From an optimization exercise on the open Yosys and OpenROAD flow, aimed at small area and a short achievable clock period; shortcuts taken in it are not production practice. At most, simulation tests tie the RTL to the original design; equivalence was not proved.

run 1:
==> flow/design.v (excerpt) <==
module mecanum_wheel_mixer_top (
  input  logic                    clk_i,
  input  logic                    rst_ni,
  input  logic                    start,
  output logic                    busy,
  input  logic signed [CMD_W-1:0] strafe_cmd_i,
  input  logic signed [CMD_W-1:0] forward_cmd_i,
  input  logic signed [CMD_W-1:0] rotate_cmd_i,
  output logic                    done_o,
  output logic signed [OUT_W-1:0] front_left_power_o,
  output logic signed [OUT_W-1:0] front_right_power_o,
  output logic signed [OUT_W-1:0] back_left_power_o,
  output logic signed [OUT_W-1:0] back_right_power_o,
  input  logic                    psel,
  input  logic                    penable,
  input  logic                    pwrite,
  input  logic [APB_AW-1:0]       paddr,
  input  logic [APB_DW-1:0]       pwdata,
  output logic [APB_DW-1:0]       prdata,
  output logic                    pready
);
  localparam int NSTEP = QW / 2;
  localparam int NV    = NSTEP + 5;
  logic            busy_q;
  logic [MP_W-1:0] min_power;
  logic [NV-1:0]   v_q;
  always_ff @(posedge clk_i or negedge rst_ni) begin
    if (!rst_ni) begin
      busy_q <= 1'b1;
      v_q    <= '0;
    end else begin
      busy_q <= 1'b0;
      v_q    <= {v_q[NV-2:0], start && !busy_q};
    end
  end
  assign busy   = busy_q;
  assign done_o = v_q[NV-1];
  mwm_apb u_apb (
    .clk_i       (clk_i),
    .rst_ni      (rst_ni),
    .psel        (psel),
    .penable     (penable),
    .pwrite      (pwrite),
    .paddr       (paddr),
    .pwdata      (pwdata),
    .prdata      (prdata),
    .pready      (pready),
    .min_power_o (min_power)
  );
  logic [DL-1:0][DW-1:0]    num, num_q;
  logic [LANES-1:0]         neg, neg_q;
  logic [MAG_W-1:0]         top, top_q;
  logic [D3_W-1:0]          dvs3, dvs3_q;
  logic                     tp1, wsum, vsum, geae, geab;
  localparam int SB_W = LANES + 5;    
  ...
For scale: ~4300 cells after synthesis, ~140 I/O pins, roughly 0.039 sq mm of cells after synthesis.
Settings: LEC_CHECK=0, CAP_MARGIN=20, CORE_MARGIN=2, CORE_UTILIZATION=60, CTS_CLUSTER_DIAMETER=80, CTS_CLUSTER_SIZE=35, PLACE_DENSITY=0.75, SETUP_SLACK_MARGIN=4.75, SLEW_MARGIN=20; clock period 8.5 ns.
run.sh (not shown) runs the stock make flow with config.mk's settings and CLKGATE_MAP_FILE= SYNTH_SCRIPT=/design/flow/synth_recipe.tcl, a recipe that flattens the netlist after the stock synthesis.
Inputs modified between run 1 and run 3:
diff --git a/flow/design.v b/flow/design.v
--- a/flow/design.v
+++ b/flow/design.v
@@ -215,29 +215,29 @@
   logic [QW-1:0]    nsum, ndif, n0, nvp, nvm, nwp, nwm;
   always_comb begin
     nd    = ~dvs_i;
     cs_s  = ra_i ^ rb_i ^ nd;
     cs_c  = (ra_i & rb_i) | (ra_i & nd) | (rb_i & nd);
     cs    = {2'b00, cs_s} + {1'b0, cs_c, 1'b1} + {2'b11, {MAG_W{1'b0}}};
     c_sum = !cs[MAG_W+1];
     ra2    = {ra_i, 1'b0};
     a_lt_b = (ra_i < rb_i);
-    b_lt_a = !a_lt_b && (ra_i != rb_i);
+    b_lt_a = (rb_i < ra_i);
     c_2ge  = (ra2 >= {1'b0, dvs_i});
-    c_2gt  = c_2ge && (ra2 != {1'b0, dvs_i});
+    c_2gt  = (ra2 > {1'b0, dvs_i});
     ra_nz  = (ra_i != '0);
     s0  = qa_i + qb_i;
-    s1  = s0 + 8'd1;
+    s1  = qa_i + qb_i + 8'd1;
     dab = qa_i - qb_i;
-    dba = ~dab + 8'd1;
+    dba = qb_i - qa_i;
     y0  = {qa_i[QW-2:0], 1'b0} - t_i;
-    y1  = y0 + 8'd1;
-    x0  = ~y0 + 8'd1;
+    y1  = {qa_i[QW-2:0], 1'b0} - t_i + 8'd1;
+    x0  = t_i - {qa_i[QW-2:0], 1'b0};
     nsum = c_sum ? s1 : s0;
     ndif = geab_i ? (a_lt_b ? ~dba : dab) : (b_lt_a ? ~dab : dba);
     n0   = geae_i ? (c_2ge ? y1 : y0) : (ra_nz ? (c_2gt ? ~y1 : ~y0) : x0);
     nwp = wsum_i ? t_i : n0;         
     nwm = wsum_i ? n0 : t_i;         
     nvp = vsum_i ? nsum : ndif;      
     nvm = vsum_i ? ndif : nsum;      
     if (tp1_i) begin
       q_o[LANE_FL] = nwp;
@@ -256,34 +256,18 @@
 `timescale 1ns / 1ps
 `default_nettype none
 import mwm_pkg::*;
 module mwm_dband (
   input  logic [QW-1:0]   a_i,
   input  logic [MP_W-1:0] span_i,    
   input  logic [MP_W+1:0] span3_i,   
   output logic [15:0]     n_o
 );
-  function automatic logic [15:0] add16(input logic [15:0] a, input logic [15:0] b);
-    logic [15:0] g, p, gn, pn;
-    g = a & b;
-    p = a ^ b;
-    for (int l = 1; l < 16; l = l * 2) begin
-      gn = g;
-      pn = p;
-      for (int i = l; i < 16; i++) begin
-        gn[i] = g[i] | (p[i] & g[i-l]);
-        pn[i] = p[i] & p[i-l];
-      end
-      g = gn;
-      p = pn;
-    end
-    add16 = (a ^ b) ^ {g[14:0], 1'b0};
-  endfunction
   logic [3:0][MP_W+1:0] pp;
   logic [15:0]          r0, r1, r2, s1, c1, s2, c2;
   always_comb begin
     for (int k = 0; k < 4; k++) begin
       case (a_i[2*k +: 2])
         2'd0:    pp[k] = '0;
         2'd1:    pp[k] = (MP_W+2)'(span_i);
         2'd2:    pp[k] = (MP_W+2)'({span_i, 1'b0});
         default: pp[k] = span3_i;
@@ -291,19 +275,19 @@
     end
     r0  = 16'(pp[0]);
     r1  = 16'(pp[1]) << 2;
     r2  = 16'(pp[2]) << 4;
     s1  = r0 ^ r1 ^ r2;
     c1  = ((r0 & r1) | (r0 & r2) | (r1 & r2)) << 1;
     r2  = 16'(pp[3]) << 6;
     s2  = s1 ^ c1 ^ r2;
     c2  = ((s1 & c1) | (s1 & r2) | (c1 & r2)) << 1;
-    n_o = add16(s2, c2);
+    n_o = s2 + c2;
   end
 endmodule
 `default_nettype wire
 `timescale 1ns / 1ps
 `default_nettype none
 import mwm_pkg::*;
 module mecanum_wheel_mixer_top (
   input  logic                    clk_i,
   input  logic                    rst_ni,
@@ -428,31 +412,30 @@
     .vsum_i (cvsum),
     .geae_i (cgeae),
     .geab_i (cgeab),
     .q_o    (q_d)
   );
   always_ff @(posedge clk_i) begin
     q    <= q_d;
     qneg <= cneg;
   end
-  logic [MP_W-1:0] span, span_q;
+  logic [MP_W-1:0] span;
   logic [MP_W+1:0] span3_q;
   assign span = ~min_power;
   always_ff @(posedge clk_i) begin
-    span_q  <= span;
     span3_q <= (MP_W+2)'({span, 1'b0}) + (MP_W+2)'(span);
   end
   logic [LANES-1:0][15:0] n_d, n_q;
   logic [LANES-1:0]       nneg_q, nnz_q;
   for (genvar l = 0; l < LANES; l++) begin : g_db
     mwm_dband u_db (
       .a_i     (q[l]),
-      .span_i  (span_q),
+      .span_i  (span),
       .span3_i (span3_q),
       .n_o     (n_d[l])
     );
   end
   always_ff @(posedge clk_i) begin
     n_q    <= n_d;
     nneg_q <= qneg;
     for (int l = 0; l < LANES; l++) begin
       nnz_q[l] <= (q[l] != '0);
Notes after the runs:
- Run 3 against run 1: cell area went up by about 1%, slack of the critical path climbed 19 ps, worst hold margin went down 27 ps, fraction of area in clock buffers and inverters held steady.
- Going from run 1 to run 3, the maximum fanout encountered on the critical timing path was found to have gone down by 26.
- The highest routing layer actually used comes out met4 in one run and met5 in the other, namely in run 1 and run 3 respectively.
- [compare] base=run 1 new=run 3: fraction of met1 tracks used by global routing went up; total area of multi-input combinational cells went up.
- Relative to run 1, global-route usage increased by 1.3 points in run 3.
Function not checked in run 3: the RTL went through the layout flow alone.

==> port drivers added, routing unchanged <==
The flow's constraints put no driver on any port. The routed layouts listed below were extracted and timed again, unchanged, in two steps. Step 1 sets driving cells, clkbuf_16 on the clock port and buf_2 on the other inputs (assumed; they add their load-dependent delay and slew). Step 2, shift: input delay + t, output delay - t, t = (earliest + latest rising clock arrival at the registers) / 2. This alone moves slack from input paths to output paths. Three values: ideal, step 1, step 2; two values: the first two.
run | t (ns) | setup slack, ns | hold slack, ns | worst setup path at the end
run 1 | 0.704 | 4.699 / 4.693 / 4.304 | 0.331 / 0.331 / 0.331 | input to register
run 3 | 0.694 | 4.718 / 4.708 / 4.270 | 0.303 / 0.303 / 0.303 | input to register
After both steps every run listed still meets setup and hold. The setup slack of run 3, which loses most, moves by -0.010 ns with the drivers and by -0.448 ns with both steps.
